This design comes from an exercise in tuning for small area, a short achievable clock period and few clock cycles per item on the open sky130 flow, not from production work.
In this exercise RTL edits were held to simulation tests only and were not proved equivalent to the original.
Power is estimated from default activity; no workload was simulated.

==> flow/design.v (excerpt) <==
module section_beat_peak_picker #(
  parameter int SECTION_MAX = 128,
  parameter int SAMPLE_BITS = 16
) (
  input  logic                                   clk,
  input  logic                                   rst,
  input  logic                                   s_tvalid,
  output logic                                   s_tready,
  input  logic [((SAMPLE_BITS + 7) / 8) * 8-1:0] s_tdata,    
  output logic                                   m_tvalid,
  input  logic                                   m_tready,
  output logic [7:0]                             m_tdata,    
  output logic                                   m_tuser,    
  output logic                                   m_tlast,    
  input  logic                                   cfg_valid,
  output logic                                   cfg_ready,
  input  logic [sbpp_pkg::CFG_INDEX_W-1:0]       cfg_index,
  input  logic [sbpp_pkg::CFG_DATA_W-1:0]        cfg_data
);
  logic               in_v;
  logic signed [15:0] in_x;
  logic [14:0]        in_y;      
  logic               cf_v;
  logic [3:0]         cf_i;
  logic [9:0]         cf_d;
  logic               in_v_nx;
  assign in_v_nx   = s_tvalid && s_tready;
  assign cfg_ready = 1'b1;
  always_ff @(posedge clk) begin
    in_x <= s_tdata[15:0];
    in_y <= s_tdata[14:0] ^ {15{s_tdata[15]}};
    cf_i <= cfg_index;
    cf_d <= cfg_data;
    if (rst) begin
      in_v <= 1'b0;
      cf_v <= 1'b0;
    end else begin
      in_v <= in_v_nx;
      cf_v <= cfg_valid;
    end
  end
  ...
clock: 10.5 ns
lec_check: 0
cap_margin: 20
core_margin: 2
core_utilization: 60
slew_margin: 20
standard.sh (not shown) runs the stock make flow with config.mk's settings and CLKGATE_MAP_FILE= SYNTH_SCRIPT=/design/flow/synth_recipe.tcl, a recipe that flattens the netlist after the stock synthesis.
==> flow/flow/run.sh <==
#!/bin/bash
set -euo pipefail
bash standard.sh SETUP_SLACK_MARGIN=6.5 finish > layout.log 2>&1
The baseline finished with timing, DRC and antenna clean.
Testbench counts at the start, summed over its fixed seeds: cycles 18,343, sections 192.
==> next run, changes <==
--- a/flow/design.v
+++ b/flow/design.v
@@ -349,19 +349,19 @@
   logic signed [24:0] sr_dc;
   logic signed [49:0] sr_rc;
   logic               sr_acc;
   logic signed [47:0] sr_xa, sr_xb;
   assign ta_take = (ta_st == TA_DONE) && (tb_st == TB_IDLE);
   assign sr_dc   = sr_dm + $signed({2'b0, sr_z});
   assign sr_rc   = sr_r + 50'(sr_x) + 50'(tb_st == TB_INIT);
   assign sr_acc  = sr_dc[24] || !sr_rc[49];
   assign sr_xa   = (sr_x >>> 1) + $signed({3'b0, sr_y[46:2]});
-  assign sr_xb   = ((sr_x >>> 1) - $signed({1'b0, sr_y})) + $signed({3'b0, sr_y[46:2]});
+  assign sr_xb   = (sr_x >>> 1) + $signed({3'b0, sr_y[46:2]}) - $signed({1'b0, sr_y});
   always_ff @(posedge clk) begin
     if (rst) begin
       tb_st <= TB_IDLE;
     end else begin
       case (tb_st)
         TB_IDLE: if (ta_take) tb_st <= TB_INIT;
         TB_INIT: tb_st <= TB_SRCH;
         TB_SRCH: if (tb_cnt == 4'd15) tb_st <= TB_DONE;
         TB_DONE: if (tb_take) tb_st <= TB_IDLE;
What happened: Cell area decreases slightly. Setup slack degrades by 1800 ps. Synthesized area came out lower slightly. Routed wire length climbs slightly. Flip-flop and latch count does not change. Die area goes down slightly. Core utilization goes down by 0.14 points.
Testbench counts after the change, summed over its fixed seeds: cycles 18,343, sections 192.

Setup of job 104:
Another version of the RTL of section_beat_peak_picker (not shown whole).
Size in the first run: about 8,800 cells after synthesis, ~2,500 flip-flops, about 48 I/O pins, ~120,000 µm² of cells after synthesis.
export LEC_CHECK = 0
export CAP_MARGIN = 20
export CORE_MARGIN = 2
export CORE_UTILIZATION = 60
export SLEW_MARGIN = 20
create_clock -name core_clock -period 10.5 [get_ports {clk}]
Scripts as last shown in full above: flow/flow/run.sh
Testbench counts of job 104, summed over its fixed seeds: cycles 18,343, sections 192.
> inputs changed (job 104 -> job 103)
-- flow/design.v --
<<< job 104, line 88
  logic [31:0]        sq_s, sq_c;     
  logic               sq_v, sq_first, sq_last;
  logic [37:0]        q_sum;
  logic [6:0]         wptr, rptr, sec_base;
>>> job 103, line 88
  logic [31:0]        sq_s, sq_c;     
  logic               sq_v, sq_first, sq_last;
  logic [30:0]        sq_t;           
  logic               sq2_v, sq2_first;
  logic [37:0]        q_sum;
  logic [6:0]         wptr, rptr, sec_base;
<<< job 104, line 171
      sec_base <= 7'd0;
      sq_v     <= 1'b0;
    end else begin
      pos  <= pos_nx;
      wptr <= wptr_nx;
      sq_v <= in_v;
      if (sec_done) sec_base <= end_ptr;
    end
>>> job 103, line 173
      sec_base <= 7'd0;
      sq_v     <= 1'b0;
      sq2_v    <= 1'b0;
    end else begin
      pos  <= pos_nx;
      wptr <= wptr_nx;
      sq_v <= in_v;
      sq2_v <= sq_v;
      if (sec_done) sec_base <= end_ptr;
    end
<<< job 104, line 189
    end
    if (sq_v) begin
      q_sum <= (sq_first ? 38'd0 : q_sum) + 38'(sq_s) + 38'(sq_c);
    end
  end
>>> job 103, line 193
    end
    if (sq_v) begin
      sq_t      <= 31'(sq_s + sq_c);
      sq2_first <= sq_first;
    end
    if (sq2_v) begin
      q_sum <= (sq2_first ? 38'd0 : q_sum) + 38'(sq_t);
    end
  end
<<< job 104, line 288
          na_d  <= booth({na_lo[3:1]});
        end
        if (ta_cnt == 4'd1) ta_q <= q_sum;
        if (ta_cnt >= 4'd2 && ta_cnt < 4'd10) begin
          {nq_hi, nq_lo} <= {nq_s, nq_lo[7:1]};
        end
>>> job 103, line 296
          na_d  <= booth({na_lo[3:1]});
        end
        if (ta_cnt == 4'd2) ta_q <= q_sum;
        if (ta_cnt >= 4'd3 && ta_cnt < 4'd11) begin
          {nq_hi, nq_lo} <= {nq_s, nq_lo[7:1]};
        end
<<< job 104, line 327
  logic [3:0]         tb_cnt;
  logic signed [49:0] sr_r;
  logic signed [47:0] sr_x;
  logic [46:0]        sr_y;
  logic [22:0]        sr_z;
>>> job 103, line 335
  logic [3:0]         tb_cnt;
  logic signed [49:0] sr_r;
  logic signed [47:0] sr_x;     
  logic [46:0]        sr_y;
  logic [22:0]        sr_z;
<<< job 104, line 337
  logic signed [49:0] sr_rc;
  logic               sr_acc;
  logic signed [47:0] sr_x2;
  assign ta_take = (ta_st == TA_DONE) && (tb_st == TB_IDLE);
  assign sr_dc   = sr_dm + $signed({2'b0, sr_z});
  assign sr_rc   = sr_r + 50'(sr_x) - $signed({3'b0, sr_y});
  assign sr_acc  = sr_dc[24] || !sr_rc[49];
  assign sr_x2   = sr_x - $signed({sr_y[46:0], 1'b0});
  always_ff @(posedge clk) begin
    if (rst) begin
>>> job 103, line 345
  logic signed [49:0] sr_rc;
  logic               sr_acc;
  logic signed [47:0] sr_xa, sr_xb;
  assign ta_take = (ta_st == TA_DONE) && (tb_st == TB_IDLE);
  assign sr_dc   = sr_dm + $signed({2'b0, sr_z});
  assign sr_rc   = sr_r + 50'(sr_x) + 50'(tb_st == TB_INIT);
  assign sr_acc  = sr_dc[24] || !sr_rc[49];
  assign sr_xa   = (sr_x >>> 1) + $signed({3'b0, sr_y[46:2]});
  assign sr_xb   = sr_xa - $signed({1'b0, sr_y});
  always_ff @(posedge clk) begin
    if (rst) begin
<<< job 104, line 360
      TB_IDLE: begin
        sr_r   <= $signed({1'b0, w_val});
        sr_x   <= '0;
        sr_y   <= aa_val[46:0];
        sr_u   <= nn_val;
        sr_dm  <= ~$signed({1'b0, ta_a});
>>> job 103, line 369
      TB_IDLE: begin
        sr_r   <= $signed({1'b0, w_val});
        sr_x   <= ~$signed({1'b0, aa_val[46:0]});
        sr_u   <= nn_val;
        sr_dm  <= ~$signed({1'b0, ta_a});
<<< job 104, line 369
      TB_INIT: begin
        sr_r   <= sr_rc;
        sr_x   <= $signed({1'b0, na_val, 16'd0});
        sr_y   <= {2'b0, sr_u[14:0], 30'd0};
        sr_z   <= {n_r, 15'd0};
>>> job 103, line 377
      TB_INIT: begin
        sr_r   <= sr_rc;
        sr_x   <= $signed({1'b0, na_val, 16'd0}) - $signed({3'b0, sr_u[14:0], 30'd0});
        sr_y   <= {2'b0, sr_u[14:0], 30'd0};
        sr_z   <= {n_r, 15'd0};
<<< job 104, line 379
          sr_dm <= sr_dc;
          sr_r  <= sr_rc;
          sr_x  <= sr_x2 >>> 1;
        end else begin
          sr_x  <= sr_x >>> 1;
        end
        sr_y <= sr_y >> 2;
        sr_z <= sr_z >> 1;
>>> job 103, line 387
          sr_dm <= sr_dc;
          sr_r  <= sr_rc;
        end
        sr_x <= sr_acc ? sr_xb : sr_xa;
        sr_y <= sr_y >> 2;
        sr_z <= sr_z >> 1;
==> comparison <==
- Job 103 vs. job 104: setup slack lower; number of cells after detailed placement rose 496.
- Count of state elements after synthesis of job 103 exceeds that of job 104 slightly.
- Delta (job 103 minus job 104): worst hold slack after final layout now sits higher, number of buffers created by CTS +2.2%, final area went up about 4.4%, wire length on met3 saw an increase, count of cell types in the netlist shrank by 1.
- Looking at power density over cell area, job 103 sits above job 104.
- Diff job 104 -> job 103: clock group share of total power fell 3.9 points, number of flip-flops and latches went up by 30.
Testbench counts of job 103, summed over its fixed seeds: cycles 18,343, sections 192.

-- static timing again, ports no longer ideal --
Ports are ideal in the flow. The routed layouts listed here were re-timed in OpenROAD. Step 1 assumes that a clkbuf_16 drives the clock port and a buf_2 every other input. Step 2 also shifts input and output timing later by t, the mid clock arrival at the registers, as if the neighbouring blocks saw the same clock. Three values: ideal, step 1, step 2; two values: the first two.
run | t, ns | slack for setup (ns) | worst slew at a driven data input, ns | pins driven straight from the clock port
the first run of note 1 | 0.974 | 6.369 / 6.369 / 6.369 | 0.04 | 1
the second run of note 1 | 0.987 | 4.570 / 4.570 / 4.570 | 0.18 | 1
job 104 | 0.990 | 5.942 / 5.942 / 5.745 | 0.13 | 1
job 103 | 0.993 | 5.272 / 5.272 / 5.272 | 0.09 | 1
After both steps every run listed still meets setup and hold. For job 104, which loses most, drivers alone change the setup slack by 0.000 ns; drivers and shift together by -0.197 ns.
